This design comes from an exercise in tuning for small area and a short achievable clock period on the open sky130 flow, not from production work. Function was not checked in any run shown here: the RTL went through the layout flow alone.

==> flow/design.v (outline; a module is shown in full before it is edited, if it fits) <==
// module aes_g_nand3: 3 lines
// module aes_g_nand4: 3 lines
// module aes_g_xor2: 3 lines
// module aes_g_xnor2: 3 lines
// module aes_g_nand2: 3 lines
// module aes_g_nor2: 3 lines
// module aes_g_and2: 3 lines
// module aes_g_or2: 3 lines
// module aes_g_inv: 3 lines
// module aes_g_mux2: 3 lines
// module aes_g_mux2i: 3 lines
// module aes_gf4_inv: 22 lines
// module aes_sbox_lane: 239 lines
// module aes_sbox_lane_s: 233 lines
// module aes_mix_column: 286 lines
// module aes_column_mixer: 16 lines
// module aes_round_core: 166 lines
module aes_round_core (
	input logic i_clk,
	input logic i_rst,
	input logic i_valid,
	input logic i_decrypt,
	input logic i_skip_mix,
	input aes_gf_pkg::aes_state_t i_state,
	output logic o_valid,
	output aes_gf_pkg::aes_state_t o_state
);
  // ...
==> flow/flow/run.sh <==
#!/bin/bash
# The standard layout (the standard.sh, all ORFS steps unchanged), except
# that buffer_ports uses buf_1 cells for the input and output port buffers
# instead of the delay buffer it picks by default; repair still resizes them.
set -e
export BUFFER_PORTS_ARGS="-buffer_cell sky130_fd_sc_hd__buf_1"
bash standard.sh > standard.log 2>&1
==> flow/standard.sh <==
#!/bin/bash
# synth_recipe.tcl (not shown) runs the flow's synth.tcl, then flattens the netlist and writes it again
# the make line also repeats each setting of config.mk as NAME=value (left out here)
make -C /OpenROAD-flow-scripts/flow DESIGN_CONFIG=/design/flow/config.mk WORK_HOME=/design/flow/orfs CLKGATE_MAP_FILE= SYNTH_SCRIPT=/design/flow/synth_recipe.tcl "${@:-finish}"
==> flow/config.mk <==
export PLATFORM = sky130hd
export DESIGN_NAME = aes_round_core
export DESIGN_NICKNAME = aes_round_core
export VERILOG_FILES = /design/flow/design.v
export SDC_FILE = /design/flow/constraint.sdc
export NUM_CORES = 4
export LEC_CHECK = 0
export CAP_MARGIN = 20
export CORE_MARGIN = 2
export CORE_UTILIZATION = 40
export SETUP_SLACK_MARGIN = 3.0
export SLEW_MARGIN = 20
export SYNTH_HIERARCHICAL = 1
==> flow/constraint.sdc <==
create_clock -name core_clock -period 5.5 [get_ports {i_clk}]
set_input_delay 1.1000 -clock core_clock [delete_from_list [all_inputs] [get_ports {i_clk}]]
set_output_delay 1.1000 -clock core_clock [all_outputs]
set_load 0.01 [all_outputs]
==> results.json, run 1 <==
{
  "met3_length_um": 3470,
  "run_status": "timing/DRC/antenna clean",
  "finalSetupViolCount": 0,
  "met2_length_um": 41000,
  "critPathMostFrequentCell": "xor2_1",
  "die_y_um": 333,
  "final_cell_mix": "1985 x xor2_1, 736 x nand2_1, 592 x xnor2_1",
  "synthToLayoutAreaGrowth_pct": 13.1,
  "crit_type": "reg2reg",
  "grt_busiest_layer": "met2",
  "fin_crit_ns": 2.50,
  "endpoint": "u_lane3.o_q[6]",
  "multiInputGateArea_um2": 31400,
  "multi_input_gates": 3948,
  "r2r-end": "u_lane3.o_q[6]",
  "seq_area_um2": 11700,
  "crit_path_top_delay_cell": "dfxtp_1",
  "signal_buffers": 309,
  "wl_per_cell_um": 14.6,
  "grt_max_degree": 89,
  "final_area_um2": 49000,
  "drive_above_1_share_pct": 5.68,
  "maxUsedRoutingLayer": "met4",
  "hpwl_um": 73300,
  "setup_tns_ns": 0,
  "slew_headroom_pct": 29.5,
  "core-area_um2": 107000,
  "placed_cells": 6285,
  "r2r-start": "u_lane3.d_r[2]",
  "vias_per_cell": 4.48
}
==> run 2, diff against run 1 <==
--- a/flow/design.v
+++ b/flow/design.v
@@ -535,293 +535,271 @@
 module aes_mix_column (
 	input logic i_dec,
 	input logic i_en,
 	input logic [31:0] i_col,
 	output logic [31:0] o_col
 );
 	logic s0_0, s0_1, s0_2, s0_3, s0_4, s0_5, s0_6, s0_7, s1_0, s1_1, s1_2, s1_3, s1_4, s1_5, s1_6, s1_7, s2_0, s2_1, s2_2, s2_3, s2_4, s2_5, s2_6, s2_7, s3_0, s3_1, s3_2, s3_3, s3_4, s3_5, s3_6, s3_7;
 	logic dec, en;
-	logic m1, m2, m3, m4, m5, m6, m7, m8, m9, m10, m11, m12, m13, m14, m15, m16, m17, m18, m19, m20, m21, m22, m23, m24, m25, m26, m27, m28, m29, m30, m31, m32, m33, m34, m35, m36, m37, m38, m39, m40, m41, m42, m43, m44, m45, m46, m47, m48, m49, m50, m51, m52, m53, m54, m55, m56, m57, m58, m59, m60, m61, m62, m63, m64, m65, m66, m67, m68, m69, m70, m71, m72, m73, m74, m75, m76, m77, m78, m79, m80, m81, m82, m83, m84, m85, m86, m87, m88, m89, m90, m91, m92, m93, m94, m95, m96, m97, m98, m99, m100, m101, m102, m103, m104, m105, m106, m107, m108, m109, m110, m111, m112, m113, m114, m115, m116, m117, m118, m119, m120, m121, m122, m123, m124, m125, m126, m127, m128, m129, m130, m131, m132, m133, m134, m135, m136, m137, m138, m139, m140, m141, m142, m143, m144, m145, m146, m147, m148, m149, m150, m151, m152, m153, m154, m155, m156, m157, m158, m159, m160, m161, m162, m163, m164, m165, m166, m167, m168, m169, m170, m171, m172, m173, m174, m175, m176, m177, m178, m179, m180, m181, m182, m183, m184, m185, m186, m187, m188, m189, m190, m191, m192, m193, m194, m195, m196, m197, m198, m199, m200, m201, m202, m203, m204, m205, m206, m207, m208, m209, m210, m211, m212, m213, m214, m215, m216, m217, m218, m219, m220, m221, m222, m223, m224, m225, m226, m227, m228, m229, m230, m231, m232, m233, m234, m235, m236, m237, m238, m239, m240, m241, m242, m243, m244, m245, m246, m247, m248, m249, m250, m251, m252, m253, m254, m255, m256, m257, m258, m259, m260, m261, m262, m263, m264, m265, m266;
+	logic m1, m2, m3, m4, m5, m6, m7, m8, m9, m10, m11, m12, m13, m14, m15, m16, m17, m18, m19, m20, m21, m22, m23, m24, m25, m26, m27, m28, m29, m30, m31, m32, m33, m34, m35, m36, m37, m38, m39, m40, m41, m42, m43, m44, m45, m46, m47, m48, m49, m50, m51, m52, m53, m54, m55, m56, m57, m58, m59, m60, m61, m62, m63, m64, m65, m66, m67, m68, m69, m70, m71, m72, m73, m74, m75, m76, m77, m78, m79, m80, m81, m82, m83, m84, m85, m86, m87, m88, m89, m90, m91, m92, m93, m94, m95, m96, m97, m98, m99, m100, m101, m102, m103, m104, m105, m106, m107, m108, m109, m110, m111, m112, m113, m114, m115, m116, m117, m118, m119, m120, m121, m122, m123, m124, m125, m126, m127, m128, m129, m130, m131, m132, m133, m134, m135, m136, m137, m138, m139, m140, m141, m142, m143, m144, m145, m146, m147, m148, m149, m150, m151, m152, m153, m154, m155, m156, m157, m158, m159, m160, m161, m162, m163, m164, m165, m166, m167, m168, m169, m170, m171, m172, m173, m174, m175, m176, m177, m178, m179, m180, m181, m182, m183, m184, m185, m186, m187, m188, m189, m190, m191, m192, m193, m194, m195, m196, m197, m198, m199, m200, m201, m202, m203, m204, m205, m206, m207, m208, m209, m210, m211, m212, m213, m214, m215, m216, m217, m218, m219, m220, m221, m222, m223, m224, m225, m226, m227, m228, m229, m230, m231, m232, m233, m234, m235, m236, m237, m238, m239, m240, m241, m242, m243, m244;
 	assign dec = i_dec;
 	assign en = i_en;
 	assign {s0_7, s0_6, s0_5, s0_4, s0_3, s0_2, s0_1, s0_0} = i_col[31:24];
 	assign {s1_7, s1_6, s1_5, s1_4, s1_3, s1_2, s1_1, s1_0} = i_col[23:16];
 	assign {s2_7, s2_6, s2_5, s2_4, s2_3, s2_2, s2_1, s2_0} = i_col[15:8];
 	assign {s3_7, s3_6, s3_5, s3_4, s3_3, s3_2, s3_1, s3_0} = i_col[7:0];
-	aes_g_xor2 u_m1 (.a(s0_0), .b(s0_7), .y(m1));
-	aes_g_xor2 u_m2 (.a(s1_0), .b(s1_7), .y(m2));
-	aes_g_xor2 u_m3 (.a(s2_0), .b(s3_0), .y(m3));
-	aes_g_xor2 u_m4 (.a(m1), .b(m2), .y(m4));
-	aes_g_xor2 u_m5 (.a(m3), .b(m4), .y(m5));
-	aes_g_xor2 u_m6 (.a(s0_1), .b(s1_1), .y(m6));
-	aes_g_xor2 u_m7 (.a(s2_1), .b(s3_1), .y(m7));
-	aes_g_xor2 u_m8 (.a(m6), .b(m7), .y(m8));
-	aes_g_xor2 u_m9 (.a(m4), .b(m8), .y(m9));
-	aes_g_xor2 u_m10 (.a(s0_2), .b(s1_2), .y(m10));
-	aes_g_xor2 u_m11 (.a(s2_2), .b(s3_2), .y(m11));
-	aes_g_xor2 u_m12 (.a(m10), .b(m11), .y(m12));
-	aes_g_xor2 u_m13 (.a(m6), .b(m12), .y(m13));
-	aes_g_xor2 u_m14 (.a(s0_3), .b(s0_7), .y(m14));
-	aes_g_xor2 u_m15 (.a(s1_3), .b(s1_7), .y(m15));
-	aes_g_xor2 u_m16 (.a(s2_3), .b(s3_3), .y(m16));
-	aes_g_xor2 u_m17 (.a(m10), .b(m14), .y(m17));
-	aes_g_xor2 u_m18 (.a(m15), .b(m16), .y(m18));
-	aes_g_xor2 u_m19 (.a(m17), .b(m18), .y(m19));
-	aes_g_xor2 u_m20 (.a(s0_4), .b(s1_4), .y(m20));
-	aes_g_xor2 u_m21 (.a(s2_4), .b(s3_4), .y(m21));
+	aes_g_xor2 u_m1 (.a(s0_5), .b(s1_5), .y(m1));
+	aes_g_xor2 u_m2 (.a(s2_5), .b(s3_5), .y(m2));
+	aes_g_xor2 u_m3 (.a(s0_7), .b(s1_7), .y(m3));
+	aes_g_xor2 u_m4 (.a(s0_6), .b(s2_6), .y(m4));
+	aes_g_xor2 u_m5 (.a(s1_6), .b(s3_6), .y(m5));
+	aes_g_xor2 u_m6 (.a(s2_7), .b(s3_7), .y(m6));
+	aes_g_xor2 u_m7 (.a(m1), .b(m2), .y(m7));
+	aes_g_xor2 u_m8 (.a(m4), .b(m5), .y(m8));
+	aes_g_xor2 u_m9 (.a(m3), .b(m6), .y(m9));
+	aes_g_xor2 u_m10 (.a(s0_0), .b(s1_0), .y(m10));
+	aes_g_xor2 u_m11 (.a(s2_0), .b(s3_0), .y(m11));
+	aes_g_xor2 u_m12 (.a(s0_1), .b(s1_1), .y(m12));
+	aes_g_xor2 u_m13 (.a(s2_1), .b(s3_1), .y(m13));
+	aes_g_xor2 u_m14 (.a(s0_2), .b(s1_2), .y(m14));
+	aes_g_xor2 u_m15 (.a(s2_2), .b(s3_2), .y(m15));
+	aes_g_xor2 u_m16 (.a(s0_3), .b(s1_3), .y(m16));
+	aes_g_xor2 u_m17 (.a(s2_3), .b(s3_3), .y(m17));
+	aes_g_xor2 u_m18 (.a(s0_4), .b(s1_4), .y(m18));
+	aes_g_xor2 u_m19 (.a(s2_4), .b(s3_4), .y(m19));
+	aes_g_xor2 u_m20 (.a(m10), .b(m11), .y(m20));
+	aes_g_xor2 u_m21 (.a(m12), .b(m13), .y(m21));
 	aes_g_xor2 u_m22 (.a(m14), .b(m15), .y(m22));
-	aes_g_xor2 u_m23 (.a(m20), .b(m21), .y(m23));
-	aes_g_xor2 u_m24 (.a(m22), .b(m23), .y(m24));
-	aes_g_xor2 u_m25 (.a(s0_5), .b(s1_5), .y(m25));
-	aes_g_xor2 u_m26 (.a(s2_5), .b(s3_5), .y(m26));
-	aes_g_xor2 u_m27 (.a(m20), .b(m25), .y(m27));
-	aes_g_xor2 u_m28 (.a(m26), .b(m27), .y(m28));
-	aes_g_xor2 u_m29 (.a(s0_6), .b(s1_6), .y(m29));
-	aes_g_xor2 u_m30 (.a(s2_6), .b(s3_6), .y(m30));
-	aes_g_xor2 u_m31 (.a(m25), .b(m29), .y(m31));
-	aes_g_xor2 u_m32 (.a(m30), .b(m31), .y(m32));
-	aes_g_xor2 u_m33 (.a(s0_7), .b(s1_7), .y(m33));
-	aes_g_xor2 u_m34 (.a(s2_7), .b(s3_7), .y(m34));
-	aes_g_xor2 u_m35 (.a(m29), .b(m33), .y(m35));
-	aes_g_xor2 u_m36 (.a(m34), .b(m35), .y(m36));
-	aes_g_xor2 u_m37 (.a(s0_0), .b(s2_7), .y(m37));
-	aes_g_xor2 u_m38 (.a(m2), .b(m3), .y(m38));
-	aes_g_xor2 u_m39 (.a(m37), .b(m38), .y(m39));
-	aes_g_xor2 u_m40 (.a(s2_0), .b(s2_7), .y(m40));
-	aes_g_xor2 u_m41 (.a(m2), .b(m40), .y(m41));
-	aes_g_xor2 u_m42 (.a(m41), .b(m8), .y(m42));
-	aes_g_xor2 u_m43 (.a(s1_1), .b(s2_1), .y(m43));
-	aes_g_xor2 u_m44 (.a(m43), .b(m12), .y(m44));
-	aes_g_xor2 u_m45 (.a(s0_3), .b(s1_2), .y(m45));
-	aes_g_xor2 u_m46 (.a(s2_2), .b(s2_7), .y(m46));
-	aes_g_xor2 u_m47 (.a(m45), .b(m46), .y(m47));
-	aes_g_xor2 u_m48 (.a(m18), .b(m47), .y(m48));
-	aes_g_xor2 u_m49 (.a(s2_3), .b(s2_7), .y(m49));
-	aes_g_xor2 u_m50 (.a(m15), .b(m49), .y(m50));
-	aes_g_xor2 u_m51 (.a(m23), .b(m50), .y(m51));
-	aes_g_xor2 u_m52 (.a(s1_4), .b(s2_4), .y(m52));
-	aes_g_xor2 u_m53 (.a(m25), .b(m26), .y(m53));
-	aes_g_xor2 u_m54 (.a(m52), .b(m53), .y(m54));
-	aes_g_xor2 u_m55 (.a(s1_5), .b(s2_5), .y(m55));
-	aes_g_xor2 u_m56 (.a(m29), .b(m30), .y(m56));
-	aes_g_xor2 u_m57 (.a(m55), .b(m56), .y(m57));
-	aes_g_xor2 u_m58 (.a(s1_6), .b(s2_6), .y(m58));
-	aes_g_xor2 u_m59 (.a(m33), .b(m34), .y(m59));
-	aes_g_xor2 u_m60 (.a(m58), .b(m59), .y(m60));
-	aes_g_xor2 u_m61 (.a(s1_0), .b(s3_7), .y(m61));
-	aes_g_xor2 u_m62 (.a(m3), .b(m37), .y(m62));
-	aes_g_xor2 u_m63 (.a(m61), .b(m62), .y(m63));
-	aes_g_xor2 u_m64 (.a(s3_0), .b(s3_7), .y(m64));
-	aes_g_xor2 u_m65 (.a(m40), .b(m64), .y(m65));
-	aes_g_xor2 u_m66 (.a(m65), .b(m8), .y(m66));
-	aes_g_xor2 u_m67 (.a(m7), .b(m12), .y(m67));
-	aes_g_xor2 u_m68 (.a(s0_3), .b(s1_3), .y(m68));
-	aes_g_xor2 u_m69 (.a(s3_2), .b(s3_7), .y(m69));
-	aes_g_xor2 u_m70 (.a(m16), .b(m46), .y(m70));
-	aes_g_xor2 u_m71 (.a(m68), .b(m69), .y(m71));
-	aes_g_xor2 u_m72 (.a(m70), .b(m71), .y(m72));
-	aes_g_xor2 u_m73 (.a(s3_3), .b(s3_7), .y(m73));
-	aes_g_xor2 u_m74 (.a(m49), .b(m73), .y(m74));
-	aes_g_xor2 u_m75 (.a(m23), .b(m74), .y(m75));
-	aes_g_xor2 u_m76 (.a(m21), .b(m53), .y(m76));
-	aes_g_xor2 u_m77 (.a(m26), .b(m56), .y(m77));
-	aes_g_xor2 u_m78 (.a(m30), .b(m59), .y(m78));
-	aes_g_xor2 u_m79 (.a(m1), .b(m3), .y(m79));
-	aes_g_xor2 u_m80 (.a(m61), .b(m79), .y(m80));
-	aes_g_xor2 u_m81 (.a(m1), .b(m64), .y(m81));
-	aes_g_xor2 u_m82 (.a(m8), .b(m81), .y(m82));
-	aes_g_xor2 u_m83 (.a(s0_1), .b(s3_1), .y(m83));
-	aes_g_xor2 u_m84 (.a(m83), .b(m12), .y(m84));
-	aes_g_xor2 u_m85 (.a(s0_2), .b(s1_3), .y(m85));
-	aes_g_xor2 u_m86 (.a(m14), .b(m16), .y(m86));
-	aes_g_xor2 u_m87 (.a(m69), .b(m85), .y(m87));
-	aes_g_xor2 u_m88 (.a(m86), .b(m87), .y(m88));
-	aes_g_xor2 u_m89 (.a(m14), .b(m73), .y(m89));
-	aes_g_xor2 u_m90 (.a(m23), .b(m89), .y(m90));
-	aes_g_xor2 u_m91 (.a(s0_4), .b(s3_4), .y(m91));
-	aes_g_xor2 u_m92 (.a(m91), .b(m53), .y(m92));
-	aes_g_xor2 u_m93 (.a(s0_5), .b(s3_5), .y(m93));
-	aes_g_xor2 u_m94 (.a(m93), .b(m56), .y(m94));
-	aes_g_xor2 u_m95 (.a(s0_6), .b(s3_6), .y(m95));
-	aes_g_xor2 u_m96 (.a(m95), .b(m59), .y(m96));
-	aes_g_xor2 u_m97 (.a(s0_6), .b(s2_6), .y(m97));
-	aes_g_xor2 u_m98 (.a(m97), .b(m53), .y(m98));
-	aes_g_xor2 u_m99 (.a(s0_7), .b(s1_6), .y(m99));
-	aes_g_xor2 u_m100 (.a(s2_7), .b(s3_6), .y(m100));
-	aes_g_xor2 u_m101 (.a(m100), .b(m99), .y(m101));
-	aes_g_xor2 u_m102 (.a(m101), .b(m53), .y(m102));
-	aes_g_xor2 u_m103 (.a(s0_0), .b(s1_7), .y(m103));
-	aes_g_xor2 u_m104 (.a(s2_0), .b(s3_7), .y(m104));
-	aes_g_xor2 u_m105 (.a(m103), .b(m104), .y(m105));
-	aes_g_xor2 u_m106 (.a(m105), .b(m56), .y(m106));
-	aes_g_xor2 u_m107 (.a(s0_1), .b(s2_1), .y(m107));
-	aes_g_xor2 u_m108 (.a(m107), .b(m97), .y(m108));
-	aes_g_xor2 u_m109 (.a(m108), .b(m4), .y(m109));
-	aes_g_xor2 u_m110 (.a(m53), .b(m65), .y(m110));
-	aes_g_xor2 u_m111 (.a(m109), .b(m110), .y(m111));
-	aes_g_xor2 u_m112 (.a(s0_2), .b(s3_6), .y(m112));
-	aes_g_xor2 u_m113 (.a(m112), .b(m46), .y(m113));
-	aes_g_xor2 u_m114 (.a(m99), .b(m113), .y(m114));
-	aes_g_xor2 u_m115 (.a(m53), .b(m8), .y(m115));
-	aes_g_xor2 u_m116 (.a(m114), .b(m115), .y(m116));
-	aes_g_xor2 u_m117 (.a(s0_3), .b(s1_7), .y(m117));
-	aes_g_xor2 u_m118 (.a(s2_3), .b(s3_7), .y(m118));
-	aes_g_xor2 u_m119 (.a(m117), .b(m118), .y(m119));
-	aes_g_xor2 u_m120 (.a(m119), .b(m12), .y(m120));
-	aes_g_xor2 u_m121 (.a(m56), .b(m120), .y(m121));
-	aes_g_xor2 u_m122 (.a(s0_4), .b(s2_4), .y(m122));
-	aes_g_xor2 u_m123 (.a(m122), .b(m22), .y(m123));
-	aes_g_xor2 u_m124 (.a(m74), .b(m123), .y(m124));
-	aes_g_xor2 u_m125 (.a(s0_5), .b(s2_5), .y(m125));
-	aes_g_xor2 u_m126 (.a(m125), .b(m23), .y(m126));
-	aes_g_xor2 u_m127 (.a(s1_6), .b(s3_6), .y(m127));
-	aes_g_xor2 u_m128 (.a(m127), .b(m53), .y(m128));
-	aes_g_xor2 u_m129 (.a(s1_7), .b(s3_7), .y(m129));
-	aes_g_xor2 u_m130 (.a(m129), .b(m97), .y(m130));
-	aes_g_xor2 u_m131 (.a(m130), .b(m53), .y(m131));
-	aes_g_xor2 u_m132 (.a(s0_7), .b(s1_0), .y(m132));
-	aes_g_xor2 u_m133 (.a(s2_7), .b(s3_0), .y(m133));
-	aes_g_xor2 u_m134 (.a(m132), .b(m133), .y(m134));
-	aes_g_xor2 u_m135 (.a(m134), .b(m56), .y(m135));
-	aes_g_xor2 u_m136 (.a(s1_1), .b(s3_1), .y(m136));
-	aes_g_xor2 u_m137 (.a(m127), .b(m136), .y(m137));
-	aes_g_xor2 u_m138 (.a(m137), .b(m4), .y(m138));
-	aes_g_xor2 u_m139 (.a(m110), .b(m138), .y(m139));
-	aes_g_xor2 u_m140 (.a(s1_2), .b(s3_2), .y(m140));
-	aes_g_xor2 u_m141 (.a(m140), .b(m130), .y(m141));
-	aes_g_xor2 u_m142 (.a(m115), .b(m141), .y(m142));
-	aes_g_xor2 u_m143 (.a(s0_7), .b(s1_3), .y(m143));
-	aes_g_xor2 u_m144 (.a(s3_2), .b(s3_3), .y(m144));
-	aes_g_xor2 u_m145 (.a(m10), .b(m143), .y(m145));
-	aes_g_xor2 u_m146 (.a(m144), .b(m46), .y(m146));
-	aes_g_xor2 u_m147 (.a(m145), .b(m146), .y(m147));
-	aes_g_xor2 u_m148 (.a(m56), .b(m147), .y(m148));
-	aes_g_xor2 u_m149 (.a(s1_4), .b(s3_4), .y(m149));
-	aes_g_xor2 u_m150 (.a(m149), .b(m22), .y(m150));
-	aes_g_xor2 u_m151 (.a(m74), .b(m150), .y(m151));
-	aes_g_xor2 u_m152 (.a(s1_5), .b(s3_5), .y(m152));
-	aes_g_xor2 u_m153 (.a(m152), .b(m23), .y(m153));
-	aes_g_and2 u_m154 (.a(en), .b(dec), .y(m154));
-	aes_g_nand2 u_m155 (.a(m154), .b(m98), .y(m155));
-	aes_g_nand2 u_m156 (.a(m154), .b(m102), .y(m156));
-	aes_g_nand2 u_m157 (.a(m154), .b(m106), .y(m157));
-	aes_g_nand2 u_m158 (.a(m154), .b(m111), .y(m158));
-	aes_g_nand2 u_m159 (.a(m154), .b(m116), .y(m159));
-	aes_g_nand2 u_m160 (.a(m154), .b(m121), .y(m160));
-	aes_g_nand2 u_m161 (.a(m154), .b(m124), .y(m161));
-	aes_g_nand2 u_m162 (.a(m154), .b(m126), .y(m162));
-	aes_g_nand2 u_m163 (.a(m154), .b(m128), .y(m163));
-	aes_g_nand2 u_m164 (.a(m154), .b(m131), .y(m164));
-	aes_g_nand2 u_m165 (.a(m154), .b(m135), .y(m165));
-	aes_g_nand2 u_m166 (.a(m154), .b(m139), .y(m166));
-	aes_g_nand2 u_m167 (.a(m154), .b(m142), .y(m167));
-	aes_g_nand2 u_m168 (.a(m154), .b(m148), .y(m168));
-	aes_g_nand2 u_m169 (.a(m154), .b(m151), .y(m169));
-	aes_g_nand2 u_m170 (.a(m154), .b(m153), .y(m170));
-	aes_g_nand2 u_m171 (.a(en), .b(m5), .y(m171));
-	aes_g_xnor2 u_m172 (.a(s0_0), .b(m171), .y(m172));
-	assign m173 = ~(m172 ^ m155);
-	aes_g_nand2 u_m174 (.a(en), .b(m9), .y(m174));
-	aes_g_xnor2 u_m175 (.a(s0_1), .b(m174), .y(m175));
-	assign m176 = ~(m175 ^ m156);
-	aes_g_nand2 u_m177 (.a(en), .b(m13), .y(m177));
-	aes_g_xnor2 u_m178 (.a(s0_2), .b(m177), .y(m178));
-	assign m179 = ~(m178 ^ m157);
-	aes_g_nand2 u_m180 (.a(en), .b(m19), .y(m180));
-	aes_g_xnor2 u_m181 (.a(s0_3), .b(m180), .y(m181));
-	assign m182 = ~(m181 ^ m158);
-	aes_g_nand2 u_m183 (.a(en), .b(m24), .y(m183));
-	aes_g_xnor2 u_m184 (.a(s0_4), .b(m183), .y(m184));
-	assign m185 = ~(m184 ^ m159);
-	aes_g_nand2 u_m186 (.a(en), .b(m28), .y(m186));
-	aes_g_xnor2 u_m187 (.a(s0_5), .b(m186), .y(m187));
-	assign m188 = ~(m187 ^ m160);
-	aes_g_nand2 u_m189 (.a(en), .b(m32), .y(m189));
-	aes_g_xnor2 u_m190 (.a(s0_6), .b(m189), .y(m190));
-	assign m191 = ~(m190 ^ m161);
-	aes_g_nand2 u_m192 (.a(en), .b(m36), .y(m192));
-	aes_g_xnor2 u_m193 (.a(s0_7), .b(m192), .y(m193));
-	assign m194 = ~(m193 ^ m162);
-	aes_g_nand2 u_m195 (.a(en), .b(m39), .y(m195));
-	aes_g_xnor2 u_m196 (.a(s1_0), .b(m195), .y(m196));
-	assign m197 = ~(m196 ^ m163);
-	aes_g_nand2 u_m198 (.a(en), .b(m42), .y(m198));
-	aes_g_xnor2 u_m199 (.a(s1_1), .b(m198), .y(m199));
-	assign m200 = ~(m199 ^ m164);
-	aes_g_nand2 u_m201 (.a(en), .b(m44), .y(m201));
-	aes_g_xnor2 u_m202 (.a(s1_2), .b(m201), .y(m202));
-	assign m203 = ~(m202 ^ m165);
-	aes_g_nand2 u_m204 (.a(en), .b(m48), .y(m204));
-	aes_g_xnor2 u_m205 (.a(s1_3), .b(m204), .y(m205));
-	assign m206 = ~(m205 ^ m166);
-	aes_g_nand2 u_m207 (.a(en), .b(m51), .y(m207));
-	aes_g_xnor2 u_m208 (.a(s1_4), .b(m207), .y(m208));
-	assign m209 = ~(m208 ^ m167);
-	aes_g_nand2 u_m210 (.a(en), .b(m54), .y(m210));
-	aes_g_xnor2 u_m211 (.a(s1_5), .b(m210), .y(m211));
-	assign m212 = ~(m211 ^ m168);
-	aes_g_nand2 u_m213 (.a(en), .b(m57), .y(m213));
-	aes_g_xnor2 u_m214 (.a(s1_6), .b(m213), .y(m214));
-	assign m215 = ~(m214 ^ m169);
-	aes_g_nand2 u_m216 (.a(en), .b(m60), .y(m216));
-	aes_g_xnor2 u_m217 (.a(s1_7), .b(m216), .y(m217));
-	assign m218 = ~(m217 ^ m170);
-	aes_g_nand2 u_m219 (.a(en), .b(m63), .y(m219));
-	aes_g_xnor2 u_m220 (.a(s2_0), .b(m219), .y(m220));
-	assign m221 = ~(m220 ^ m155);
-	aes_g_nand2 u_m222 (.a(en), .b(m66), .y(m222));
-	aes_g_xnor2 u_m223 (.a(s2_1), .b(m222), .y(m223));
-	assign m224 = ~(m223 ^ m156);
-	aes_g_nand2 u_m225 (.a(en), .b(m67), .y(m225));
-	aes_g_xnor2 u_m226 (.a(s2_2), .b(m225), .y(m226));
-	assign m227 = ~(m226 ^ m157);
-	aes_g_nand2 u_m228 (.a(en), .b(m72), .y(m228));
-	aes_g_xnor2 u_m229 (.a(s2_3), .b(m228), .y(m229));
-	assign m230 = ~(m229 ^ m158);
-	aes_g_nand2 u_m231 (.a(en), .b(m75), .y(m231));
-	aes_g_xnor2 u_m232 (.a(s2_4), .b(m231), .y(m232));
-	assign m233 = ~(m232 ^ m159);
-	aes_g_nand2 u_m234 (.a(en), .b(m76), .y(m234));
-	aes_g_xnor2 u_m235 (.a(s2_5), .b(m234), .y(m235));
-	assign m236 = ~(m235 ^ m160);
-	aes_g_nand2 u_m237 (.a(en), .b(m77), .y(m237));
-	aes_g_xnor2 u_m238 (.a(s2_6), .b(m237), .y(m238));
-	assign m239 = ~(m238 ^ m161);
-	aes_g_nand2 u_m240 (.a(en), .b(m78), .y(m240));
-	aes_g_xnor2 u_m241 (.a(s2_7), .b(m240), .y(m241));
-	assign m242 = ~(m241 ^ m162);
-	aes_g_nand2 u_m243 (.a(en), .b(m80), .y(m243));
-	aes_g_xnor2 u_m244 (.a(s3_0), .b(m243), .y(m244));
-	assign m245 = ~(m244 ^ m163);
-	aes_g_nand2 u_m246 (.a(en), .b(m82), .y(m246));
-	aes_g_xnor2 u_m247 (.a(s3_1), .b(m246), .y(m247));
-	assign m248 = ~(m247 ^ m164);
-	aes_g_nand2 u_m249 (.a(en), .b(m84), .y(m249));
-	aes_g_xnor2 u_m250 (.a(s3_2), .b(m249), .y(m250));
-	assign m251 = ~(m250 ^ m165);
-	aes_g_nand2 u_m252 (.a(en), .b(m88), .y(m252));
-	aes_g_xnor2 u_m253 (.a(s3_3), .b(m252), .y(m253));
-	assign m254 = ~(m253 ^ m166);
-	aes_g_nand2 u_m255 (.a(en), .b(m90), .y(m255));
-	aes_g_xnor2 u_m256 (.a(s3_4), .b(m255), .y(m256));
-	assign m257 = ~(m256 ^ m167);
-	aes_g_nand2 u_m258 (.a(en), .b(m92), .y(m258));
-	aes_g_xnor2 u_m259 (.a(s3_5), .b(m258), .y(m259));
-	assign m260 = ~(m259 ^ m168);
-	aes_g_nand2 u_m261 (.a(en), .b(m94), .y(m261));
-	aes_g_xnor2 u_m262 (.a(s3_6), .b(m261), .y(m262));
-	assign m263 = ~(m262 ^ m169);
-	aes_g_nand2 u_m264 (.a(en), .b(m96), .y(m264));
-	aes_g_xnor2 u_m265 (.a(s3_7), .b(m264), .y(m265));
-	assign m266 = ~(m265 ^ m170);
-	assign o_col[31:24] = {m194, m191, m188, m185, m182, m179, m176, m173};
-	assign o_col[23:16] = {m218, m215, m212, m209, m206, m203, m200, m197};
-	assign o_col[15:8] = {m242, m239, m236, m233, m230, m227, m224, m221};
-	assign o_col[7:0] = {m266, m263, m260, m257, m254, m251, m248, m245};
+	aes_g_xor2 u_m23 (.a(m16), .b(m17), .y(m23));
+	aes_g_xor2 u_m24 (.a(m18), .b(m19), .y(m24));
+	aes_g_xor2 u_m25 (.a(s1_7), .b(s2_7), .y(m25));
+	aes_g_xor2 u_m26 (.a(s0_7), .b(s3_7), .y(m26));
+	aes_g_xor2 u_m27 (.a(s0_7), .b(s2_7), .y(m27));
+	aes_g_xor2 u_m28 (.a(s1_7), .b(s3_7), .y(m28));
+	aes_g_xor2 u_m29 (.a(m27), .b(m5), .y(m29));
+	aes_g_xor2 u_m30 (.a(m28), .b(m4), .y(m30));
+	aes_g_xor2 u_m31 (.a(m29), .b(m7), .y(m31));
+	aes_g_xor2 u_m32 (.a(m20), .b(m7), .y(m32));
+	aes_g_xor2 u_m33 (.a(m22), .b(m8), .y(m33));
+	aes_g_xor2 u_m34 (.a(m23), .b(m9), .y(m34));
+	aes_g_xor2 u_m35 (.a(m30), .b(m7), .y(m35));
+	aes_g_xor2 u_m36 (.a(m3), .b(m20), .y(m36));
+	aes_g_xor2 u_m37 (.a(m10), .b(m3), .y(m37));
+	aes_g_xor2 u_m38 (.a(m21), .b(m37), .y(m38));
+	aes_g_xor2 u_m39 (.a(m12), .b(m22), .y(m39));
+	aes_g_xor2 u_m40 (.a(m14), .b(m3), .y(m40));
+	aes_g_xor2 u_m41 (.a(m23), .b(m40), .y(m41));
+	aes_g_xor2 u_m42 (.a(m16), .b(m3), .y(m42));
+	aes_g_xor2 u_m43 (.a(m24), .b(m42), .y(m43));
+	aes_g_xor2 u_m44 (.a(m18), .b(m7), .y(m44));
+	aes_g_xor2 u_m45 (.a(m1), .b(m8), .y(m45));
+	aes_g_xor2 u_m46 (.a(s0_6), .b(s1_6), .y(m46));
+	aes_g_xor2 u_m47 (.a(m46), .b(m9), .y(m47));
+	aes_g_xor2 u_m48 (.a(m25), .b(m20), .y(m48));
+	aes_g_xor2 u_m49 (.a(s1_0), .b(s2_0), .y(m49));
+	aes_g_xor2 u_m50 (.a(m25), .b(m49), .y(m50));
+	aes_g_xor2 u_m51 (.a(m21), .b(m50), .y(m51));
+	aes_g_xor2 u_m52 (.a(s1_1), .b(s2_1), .y(m52));
+	aes_g_xor2 u_m53 (.a(m52), .b(m22), .y(m53));
+	aes_g_xor2 u_m54 (.a(s1_2), .b(s2_2), .y(m54));
+	aes_g_xor2 u_m55 (.a(m25), .b(m54), .y(m55));
+	aes_g_xor2 u_m56 (.a(m23), .b(m55), .y(m56));
+	aes_g_xor2 u_m57 (.a(s1_3), .b(s2_3), .y(m57));
+	aes_g_xor2 u_m58 (.a(m25), .b(m57), .y(m58));
+	aes_g_xor2 u_m59 (.a(m24), .b(m58), .y(m59));
+	aes_g_xor2 u_m60 (.a(s1_4), .b(s2_4), .y(m60));
+	aes_g_xor2 u_m61 (.a(m60), .b(m7), .y(m61));
+	aes_g_xor2 u_m62 (.a(s1_5), .b(s2_5), .y(m62));
+	aes_g_xor2 u_m63 (.a(m62), .b(m8), .y(m63));
+	aes_g_xor2 u_m64 (.a(s1_6), .b(s2_6), .y(m64));
+	aes_g_xor2 u_m65 (.a(m64), .b(m9), .y(m65));
+	aes_g_xor2 u_m66 (.a(m6), .b(m20), .y(m66));
+	aes_g_xor2 u_m67 (.a(m11), .b(m6), .y(m67));
+	aes_g_xor2 u_m68 (.a(m21), .b(m67), .y(m68));
+	aes_g_xor2 u_m69 (.a(m13), .b(m22), .y(m69));
+	aes_g_xor2 u_m70 (.a(m15), .b(m6), .y(m70));
+	aes_g_xor2 u_m71 (.a(m23), .b(m70), .y(m71));
+	aes_g_xor2 u_m72 (.a(m17), .b(m6), .y(m72));
+	aes_g_xor2 u_m73 (.a(m24), .b(m72), .y(m73));
+	aes_g_xor2 u_m74 (.a(m19), .b(m7), .y(m74));
+	aes_g_xor2 u_m75 (.a(m2), .b(m8), .y(m75));
+	aes_g_xor2 u_m76 (.a(s2_6), .b(s3_6), .y(m76));
+	aes_g_xor2 u_m77 (.a(m76), .b(m9), .y(m77));
+	aes_g_xor2 u_m78 (.a(m26), .b(m20), .y(m78));
+	aes_g_xor2 u_m79 (.a(s0_0), .b(s3_0), .y(m79));
+	aes_g_xor2 u_m80 (.a(m26), .b(m79), .y(m80));
+	aes_g_xor2 u_m81 (.a(m21), .b(m80), .y(m81));
+	aes_g_xor2 u_m82 (.a(s0_1), .b(s3_1), .y(m82));
+	aes_g_xor2 u_m83 (.a(m82), .b(m22), .y(m83));
+	aes_g_xor2 u_m84 (.a(s0_2), .b(s3_2), .y(m84));
+	aes_g_xor2 u_m85 (.a(m26), .b(m84), .y(m85));
+	aes_g_xor2 u_m86 (.a(m23), .b(m85), .y(m86));
+	aes_g_xor2 u_m87 (.a(s0_3), .b(s3_3), .y(m87));
+	aes_g_xor2 u_m88 (.a(m26), .b(m87), .y(m88));
+	aes_g_xor2 u_m89 (.a(m24), .b(m88), .y(m89));
+	aes_g_xor2 u_m90 (.a(s0_4), .b(s3_4), .y(m90));
+	aes_g_xor2 u_m91 (.a(m90), .b(m7), .y(m91));
+	aes_g_xor2 u_m92 (.a(s0_5), .b(s3_5), .y(m92));
+	aes_g_xor2 u_m93 (.a(m92), .b(m8), .y(m93));
+	aes_g_xor2 u_m94 (.a(s0_6), .b(s3_6), .y(m94));
+	aes_g_xor2 u_m95 (.a(m94), .b(m9), .y(m95));
+	aes_g_xor2 u_m96 (.a(m4), .b(m7), .y(m96));
+	aes_g_xor2 u_m97 (.a(s0_0), .b(s2_0), .y(m97));
+	aes_g_xor2 u_m98 (.a(m28), .b(m97), .y(m98));
+	aes_g_xor2 u_m99 (.a(m8), .b(m98), .y(m99));
+	aes_g_xor2 u_m100 (.a(s0_1), .b(s2_1), .y(m100));
+	aes_g_xor2 u_m101 (.a(m100), .b(m4), .y(m101));
+	aes_g_xor2 u_m102 (.a(m101), .b(m9), .y(m102));
+	aes_g_xor2 u_m103 (.a(m102), .b(m32), .y(m103));
+	aes_g_xor2 u_m104 (.a(s0_2), .b(s2_2), .y(m104));
+	aes_g_xor2 u_m105 (.a(m104), .b(m21), .y(m105));
+	aes_g_xor2 u_m106 (.a(m105), .b(m31), .y(m106));
+	aes_g_xor2 u_m107 (.a(s0_3), .b(s2_3), .y(m107));
+	aes_g_xor2 u_m108 (.a(m107), .b(m28), .y(m108));
+	aes_g_xor2 u_m109 (.a(m108), .b(m33), .y(m109));
+	aes_g_xor2 u_m110 (.a(s0_4), .b(s2_4), .y(m110));
+	aes_g_xor2 u_m111 (.a(m110), .b(m34), .y(m111));
+	aes_g_xor2 u_m112 (.a(s0_5), .b(s2_5), .y(m112));
+	aes_g_xor2 u_m113 (.a(m112), .b(m24), .y(m113));
+	aes_g_xor2 u_m114 (.a(m5), .b(m7), .y(m114));
+	aes_g_xor2 u_m115 (.a(s1_0), .b(s3_0), .y(m115));
+	aes_g_xor2 u_m116 (.a(m115), .b(m27), .y(m116));
+	aes_g_xor2 u_m117 (.a(m116), .b(m8), .y(m117));
+	aes_g_xor2 u_m118 (.a(s1_1), .b(s3_1), .y(m118));
+	aes_g_xor2 u_m119 (.a(m118), .b(m5), .y(m119));
+	aes_g_xor2 u_m120 (.a(m119), .b(m9), .y(m120));
+	aes_g_xor2 u_m121 (.a(m120), .b(m32), .y(m121));
+	aes_g_xor2 u_m122 (.a(s1_2), .b(s3_2), .y(m122));
+	aes_g_xor2 u_m123 (.a(m122), .b(m21), .y(m123));
+	aes_g_xor2 u_m124 (.a(m123), .b(m35), .y(m124));
+	aes_g_xor2 u_m125 (.a(s1_3), .b(s3_3), .y(m125));
+	aes_g_xor2 u_m126 (.a(m125), .b(m27), .y(m126));
+	aes_g_xor2 u_m127 (.a(m126), .b(m33), .y(m127));
+	aes_g_xor2 u_m128 (.a(s1_4), .b(s3_4), .y(m128));
+	aes_g_xor2 u_m129 (.a(m128), .b(m34), .y(m129));
+	aes_g_xor2 u_m130 (.a(s1_5), .b(s3_5), .y(m130));
+	aes_g_xor2 u_m131 (.a(m130), .b(m24), .y(m131));
+	aes_g_and2 u_m132 (.a(en), .b(dec), .y(m132));
+	aes_g_nand2 u_m133 (.a(m132), .b(m96), .y(m133));
+	aes_g_nand2 u_m134 (.a(m132), .b(m31), .y(m134));
+	aes_g_nand2 u_m135 (.a(m132), .b(m99), .y(m135));
+	aes_g_nand2 u_m136 (.a(m132), .b(m103), .y(m136));
+	aes_g_nand2 u_m137 (.a(m132), .b(m106), .y(m137));
+	aes_g_nand2 u_m138 (.a(m132), .b(m109), .y(m138));
+	aes_g_nand2 u_m139 (.a(m132), .b(m111), .y(m139));
+	aes_g_nand2 u_m140 (.a(m132), .b(m113), .y(m140));
+	aes_g_nand2 u_m141 (.a(m132), .b(m114), .y(m141));
+	aes_g_nand2 u_m142 (.a(m132), .b(m35), .y(m142));
+	aes_g_nand2 u_m143 (.a(m132), .b(m117), .y(m143));
+	aes_g_nand2 u_m144 (.a(m132), .b(m121), .y(m144));
+	aes_g_nand2 u_m145 (.a(m132), .b(m124), .y(m145));
+	aes_g_nand2 u_m146 (.a(m132), .b(m127), .y(m146));
+	aes_g_nand2 u_m147 (.a(m132), .b(m129), .y(m147));
+	aes_g_nand2 u_m148 (.a(m132), .b(m131), .y(m148));
+	aes_g_nand2 u_m149 (.a(en), .b(m36), .y(m149));
+	aes_g_xnor2 u_m150 (.a(s0_0), .b(m149), .y(m150));
+	assign m151 = ~(m150 ^ m133);
+	aes_g_nand2 u_m152 (.a(en), .b(m38), .y(m152));
+	aes_g_xnor2 u_m153 (.a(s0_1), .b(m152), .y(m153));
+	assign m154 = ~(m153 ^ m134);
+	aes_g_nand2 u_m155 (.a(en), .b(m39), .y(m155));
+	aes_g_xnor2 u_m156 (.a(s0_2), .b(m155), .y(m156));
+	assign m157 = ~(m156 ^ m135);
+	aes_g_nand2 u_m158 (.a(en), .b(m41), .y(m158));
+	aes_g_xnor2 u_m159 (.a(s0_3), .b(m158), .y(m159));
+	assign m160 = ~(m159 ^ m136);
+	aes_g_nand2 u_m161 (.a(en), .b(m43), .y(m161));
+	aes_g_xnor2 u_m162 (.a(s0_4), .b(m161), .y(m162));
+	assign m163 = ~(m162 ^ m137);
+	aes_g_nand2 u_m164 (.a(en), .b(m44), .y(m164));
+	aes_g_xnor2 u_m165 (.a(s0_5), .b(m164), .y(m165));
+	assign m166 = ~(m165 ^ m138);
+	aes_g_nand2 u_m167 (.a(en), .b(m45), .y(m167));
+	aes_g_xnor2 u_m168 (.a(s0_6), .b(m167), .y(m168));
+	assign m169 = ~(m168 ^ m139);
+	aes_g_nand2 u_m170 (.a(en), .b(m47), .y(m170));
+	aes_g_xnor2 u_m171 (.a(s0_7), .b(m170), .y(m171));
+	assign m172 = ~(m171 ^ m140);
+	aes_g_nand2 u_m173 (.a(en), .b(m48), .y(m173));
+	aes_g_xnor2 u_m174 (.a(s1_0), .b(m173), .y(m174));
+	assign m175 = ~(m174 ^ m141);
+	aes_g_nand2 u_m176 (.a(en), .b(m51), .y(m176));
+	aes_g_xnor2 u_m177 (.a(s1_1), .b(m176), .y(m177));
+	assign m178 = ~(m177 ^ m142);
+	aes_g_nand2 u_m179 (.a(en), .b(m53), .y(m179));
+	aes_g_xnor2 u_m180 (.a(s1_2), .b(m179), .y(m180));
+	assign m181 = ~(m180 ^ m143);
+	aes_g_nand2 u_m182 (.a(en), .b(m56), .y(m182));
+	aes_g_xnor2 u_m183 (.a(s1_3), .b(m182), .y(m183));
+	assign m184 = ~(m183 ^ m144);
+	aes_g_nand2 u_m185 (.a(en), .b(m59), .y(m185));
+	aes_g_xnor2 u_m186 (.a(s1_4), .b(m185), .y(m186));
+	assign m187 = ~(m186 ^ m145);
+	aes_g_nand2 u_m188 (.a(en), .b(m61), .y(m188));
+	aes_g_xnor2 u_m189 (.a(s1_5), .b(m188), .y(m189));
+	assign m190 = ~(m189 ^ m146);
+	aes_g_nand2 u_m191 (.a(en), .b(m63), .y(m191));
+	aes_g_xnor2 u_m192 (.a(s1_6), .b(m191), .y(m192));
+	assign m193 = ~(m192 ^ m147);
+	aes_g_nand2 u_m194 (.a(en), .b(m65), .y(m194));
+	aes_g_xnor2 u_m195 (.a(s1_7), .b(m194), .y(m195));
+	assign m196 = ~(m195 ^ m148);
+	aes_g_nand2 u_m197 (.a(en), .b(m66), .y(m197));
+	aes_g_xnor2 u_m198 (.a(s2_0), .b(m197), .y(m198));
+	assign m199 = ~(m198 ^ m133);
+	aes_g_nand2 u_m200 (.a(en), .b(m68), .y(m200));
+	aes_g_xnor2 u_m201 (.a(s2_1), .b(m200), .y(m201));
+	assign m202 = ~(m201 ^ m134);
+	aes_g_nand2 u_m203 (.a(en), .b(m69), .y(m203));
+	aes_g_xnor2 u_m204 (.a(s2_2), .b(m203), .y(m204));
+	assign m205 = ~(m204 ^ m135);
+	aes_g_nand2 u_m206 (.a(en), .b(m71), .y(m206));
+	aes_g_xnor2 u_m207 (.a(s2_3), .b(m206), .y(m207));
+	assign m208 = ~(m207 ^ m136);
+	aes_g_nand2 u_m209 (.a(en), .b(m73), .y(m209));
+	aes_g_xnor2 u_m210 (.a(s2_4), .b(m209), .y(m210));
+	assign m211 = ~(m210 ^ m137);
+	aes_g_nand2 u_m212 (.a(en), .b(m74), .y(m212));
+	aes_g_xnor2 u_m213 (.a(s2_5), .b(m212), .y(m213));
+	assign m214 = ~(m213 ^ m138);
+	aes_g_nand2 u_m215 (.a(en), .b(m75), .y(m215));
+	aes_g_xnor2 u_m216 (.a(s2_6), .b(m215), .y(m216));
+	assign m217 = ~(m216 ^ m139);
+	aes_g_nand2 u_m218 (.a(en), .b(m77), .y(m218));
+	aes_g_xnor2 u_m219 (.a(s2_7), .b(m218), .y(m219));
+	assign m220 = ~(m219 ^ m140);
+	aes_g_nand2 u_m221 (.a(en), .b(m78), .y(m221));
+	aes_g_xnor2 u_m222 (.a(s3_0), .b(m221), .y(m222));
+	assign m223 = ~(m222 ^ m141);
+	aes_g_nand2 u_m224 (.a(en), .b(m81), .y(m224));
+	aes_g_xnor2 u_m225 (.a(s3_1), .b(m224), .y(m225));
+	assign m226 = ~(m225 ^ m142);
+	aes_g_nand2 u_m227 (.a(en), .b(m83), .y(m227));
+	aes_g_xnor2 u_m228 (.a(s3_2), .b(m227), .y(m228));
+	assign m229 = ~(m228 ^ m143);
+	aes_g_nand2 u_m230 (.a(en), .b(m86), .y(m230));
+	aes_g_xnor2 u_m231 (.a(s3_3), .b(m230), .y(m231));
+	assign m232 = ~(m231 ^ m144);
+	aes_g_nand2 u_m233 (.a(en), .b(m89), .y(m233));
+	aes_g_xnor2 u_m234 (.a(s3_4), .b(m233), .y(m234));
+	assign m235 = ~(m234 ^ m145);
+	aes_g_nand2 u_m236 (.a(en), .b(m91), .y(m236));
+	aes_g_xnor2 u_m237 (.a(s3_5), .b(m236), .y(m237));
+	assign m238 = ~(m237 ^ m146);
+	aes_g_nand2 u_m239 (.a(en), .b(m93), .y(m239));
+	aes_g_xnor2 u_m240 (.a(s3_6), .b(m239), .y(m240));
+	assign m241 = ~(m240 ^ m147);
+	aes_g_nand2 u_m242 (.a(en), .b(m95), .y(m242));
+	aes_g_xnor2 u_m243 (.a(s3_7), .b(m242), .y(m243));
+	assign m244 = ~(m243 ^ m148);
+	assign o_col[31:24] = {m172, m169, m166, m163, m160, m157, m154, m151};
+	assign o_col[23:16] = {m196, m193, m190, m187, m184, m181, m178, m175};
+	assign o_col[15:8] = {m220, m217, m214, m211, m208, m205, m202, m199};
+	assign o_col[7:0] = {m244, m241, m238, m235, m232, m229, m226, m223};
 endmodule
 module aes_column_mixer (
 	input logic i_decrypt,
 	input logic i_mix_en,
 	input aes_gf_pkg::aes_state_t i_bytes,
 	output aes_gf_pkg::aes_state_t o_state
 );
 	for (genvar c = 0; c < 4; c++)
==> run 2 against run 1 <==
Via count down 0.97%. Maximum frequency up 0.25%. Largest cell class unchanged. First-iteration DRC count up 8.6%.
==> results.json, run 2 <==
{
  "grt_max_degree": 106,
  "final_cell_mix": "1879 x xor2_1, 736 x nand2_1, 592 x xnor2_1",
  "die_x_um": 330,
  "dieArea_um2": 109000,
  "dpl_cell_area_um2": 44300,
  "yosys.area_share.simple_pct": 9.73,
  "synth_compound_area_share_pct": 0,
  "synthToLayoutAreaGrowth_pct": 14.1,
  "cts_made_buffers": 70,
  "postRouteAntennaNets": 0,
  "netlist.area_leader.share_pct": 41.5,
  "routed_wl_um": 93100,
  "setup_tns_ns": 0,
  "synth_ff_type": "dfxtp_1",
  "nNetsFinal": 5068,
  "largest-register": "o_state",
  "crit_chain": "xor2_2 > nand2_1 > xor2_1 > xor2_1 > xor2_1 > xor2_1 > xnor2_1 > mux2i_1",
  "wl_per_cell_um": 14.6,
  "synth_commonest_cells": "2012 x xor2_1, 736 x nand2_1, 592 x xnor2_1, 586 x dfxtp_1, 256 x mux2i_1",
  "yosysSeqAreaShare_pct": 27.6,
  "drtPass1Iterations": 7,
  "die_y_um": 330,
  "ys_ff_latch": 586,
  "synth_cells": 4655,
  "core-area_um2": 105000,
  "grt_pass1_vias": 28300,
  "yosysTopAreaCell": "xor2_1",
  "synthXorXnorAreaFrac_pct": 53.7,
  "final_area_um2": 48500,
  "ys_top_cells_by_area": "xor2_1 41%, dfxtp_1 28%, xnor2_1 12%",
  "crit_type": "reg2reg",
  "antenna_cells": 0,
  "period_share_pct": 45.4,
  "track_usage_pct": 16.4,
  "hold_viol": 0,
  "run_status": "timing/DRC/antenna clean",
  "antenna_found_initial": 3,
  "grt_setup_unrepaired": "true",
  "overflow": 0,
  "drt-initial-drc-count": 1251,
  "hp-class": "reg2reg",
  "syn_area_um2": 42500,
  "cts_root_buf": "clkbuf_16",
  "met1_usage_pct": 21.4,
  "critPathArrivalTime_ns": 2.99,
  "cts_sinks": 586,
  "critPathCaptureType": "register",
  "met3_usage_pct": 2.59,
  "synth_cell_types": 12,
  "critPathMostFrequentCell": "xor2_1",
  "required_ns": 5.99,
  "ctsHtreeMaxLevel": 3,
  "vias_per_cell": 4.49,
  "postSynthAreaPerCell_um2": 9.13,
  "io_pins": 262,
  "fin_crit_ns": 2.50,
  "clk_latency_ns": 0.63,
  "core.rowCount": 119,
  "fmax_mhz": 400,
  "layout_commonest_cell": "xor2_1",
  "skew_ns": 0.0250,
  "tightest_slew_ns": 0.888,
  "route.detailed.drc": 0,
  "synthArstFlopShare_pct": 0,
  "drive_above_1_share_pct": 6.58,
  "vias": 28600,
  "cap_violations": 0,
  "slew_headroom_pct": 40.4,
  "synth_edf_count": 0,
  "port_buffers": 261,
  "clockBufferDepth": 3,
  "synth_most_common_cell": "xor2_1",
  "slowest_delay_ns": 0.44,
  "synth_fp_nets": 4788,
  "start_util_pct": 40.4,
  "critPathLaunchType": "register",
  "synth_adder_area_share_pct": 0,
  "finalSetupViolCount": 0,
  "ys_warn_count": 9,
  "synthMuxAreaShare_pct": 6.03,
  "slew_violations": 0,
  "hpwl_um": 71600,
  "use_met2_pct": 27.9,
  "grt_pass1_wl_um": 146000,
  "cts_tree": "done",
  "crit_path_top_delay_cell": "dfxtp_1",
  "crit_fanout": 4,
  "routabilityCongestion": 0.852,
  "synth_top_family_by_area": "XOR/XNOR gates",
  "grt_busiest_layer": "met2",
  "largest_reg_flops": 128,
  "path_clk_slew_ns": 0.06
}
==> run 2: cell types whose count changed in the layout (fill, tap and decap cells not counted), sizes merged <==
cell      delta
bufinv       +4
diode        -5
clkinv       -4
buf         +25
clkbuf       +5
clkinvlp     -4
inv          -1
xor2        -88
==> run 2: kinds of logic (layout without fill, tap and decap cells) <==
group,Yosys count,in the layout
buf+inv,209,540
mux,256,256
simple gates,1000,1000
xor+xnor,2604,2604
flops,586,586
==> run 2: per-stage QoR <==
| step | util [%] | instances | hold slack, ns | setup slack, ns |
|---|---|---|---|---|
| 2_1_floorplan | - | 4655 | 0.309 | 2.91 |
| 3_3_place_gp | 42.1 | 6185 | 0.310 | 2.79 |
| 3_5_place_dp | 42.1 | 6185 | 0.315 | 2.78 |
| 4_1_cts | 44.7 | 6309 | 0.326 | 2.93 |
| 5_1_grt | 46.1 | 6377 | 0.331 | 2.87 |
| 6_report | 46.1 | 6377 | 0.325 | 3.00 |
==> run 2: critical path, delay by kind of cell (launching register included) <==
family	cells	cell delay [ns]
multiplexers	1	0.33
XOR/XNOR	6	1.40
flip-flops	1	0.44
AND/OR/NAND/NOR	1	0.20
==> run 2: Yosys stat by module (local to each module, per instance), a selection <==
module / area [um^2] / cells
aes_g_mux2i: 10.0 / 1
aes_g_inv: 3.75 / 1
aes_g_nand3: 5.00 / 1
aes_g_xor2: 8.76 / 1
aes_round_core: 2790 / 143
aes_sbox_lane_s: 561 / 28
aes_g_xnor2: 8.76 / 1
aes_g_nand4: 6.26 / 1
aes_g_and2: 6.26 / 1
aes_sbox_lane: 561 / 28
aes_g_nand2: 3.75 / 1
==> run 2: routing by layer <==
layer  routed length, um  vias up
met4                2110        2
met5                  11        -
met3                2920      118
met2               44700      326
li1                    -    14900
met1               43300    13300
==> run 2: area by class of cell <==
class / count / area, um^2
inverter: 81 / 308
multi-input combinational: 3860 / 30600
timing repair inverter: 2 / 12.5
timing repair buffer: 334 / 1560
sequential: 586 / 11700
tap: 1391 / 1740
fill: 10100 / 56800
clock buffer: 91 / 1980
clock inverter: 32 / 526
==> run 2: path summary, 6_finish.rpt <==
check                           slack [ns]      startpoint        endpoint  cells after the start
worst max-delay path                  3.00  u_lane4.d_r[0]  u_lane4.o_q[6]                      8
worst min-delay path                  0.32        dec_d[1]        dec_d[2]                      0
worst max register to register        3.00  u_lane4.d_r[0]  u_lane4.o_q[6]                      8
worst min register to register        0.32        dec_d[1]        dec_d[2]                      0
==> run 2: timing repair <==
item / CTS / global route
buffers inserted: 0 / 67
setup endpoints to repair: 91 / 176
gates cloned: 1 / 1
hold buffers: 0 / 0
resized for setup: 19 / 127
pin swaps: 2 / 36

[afterwards: timing with drivers on the ports]
The results above use ideal ports. As a check the final layouts listed here were re-extracted and re-timed, cells and wires unchanged. Step 1 (the two cells are an assumption about what drives the block):
set clk [get_ports {i_clk}]
set_driving_cell -lib_cell sky130_fd_sc_hd__clkbuf_16 $clk
set_driving_cell -lib_cell sky130_fd_sc_hd__buf_2 [delete_from_list [all_inputs] $clk]
Step 2 times the ports against the registers' clock, not the clock port: input delays grow and output delays shrink by t, the midpoint of the rising clock arrivals with the driver on. Slacks: no drivers / after step 1 / after step 2; pairs: no drivers / after step 1.
| run | t, ns | slack for setup (ns) | clock arrival spread, ns | pins driven straight from the clock port |
|---|---|---|---|---|
| run 1 | 0.684 | 2.995 / 2.995 / 2.781 | 0.032 / 0.032 | 1 |
| run 2 | 0.677 | 3.001 / 3.001 / 2.785 | 0.030 / 0.029 | 1 |
After both steps setup and hold are still met in every run listed. The setup slack of run 2, which loses most, moves by 0.000 ns with the drivers and by -0.216 ns with both steps.
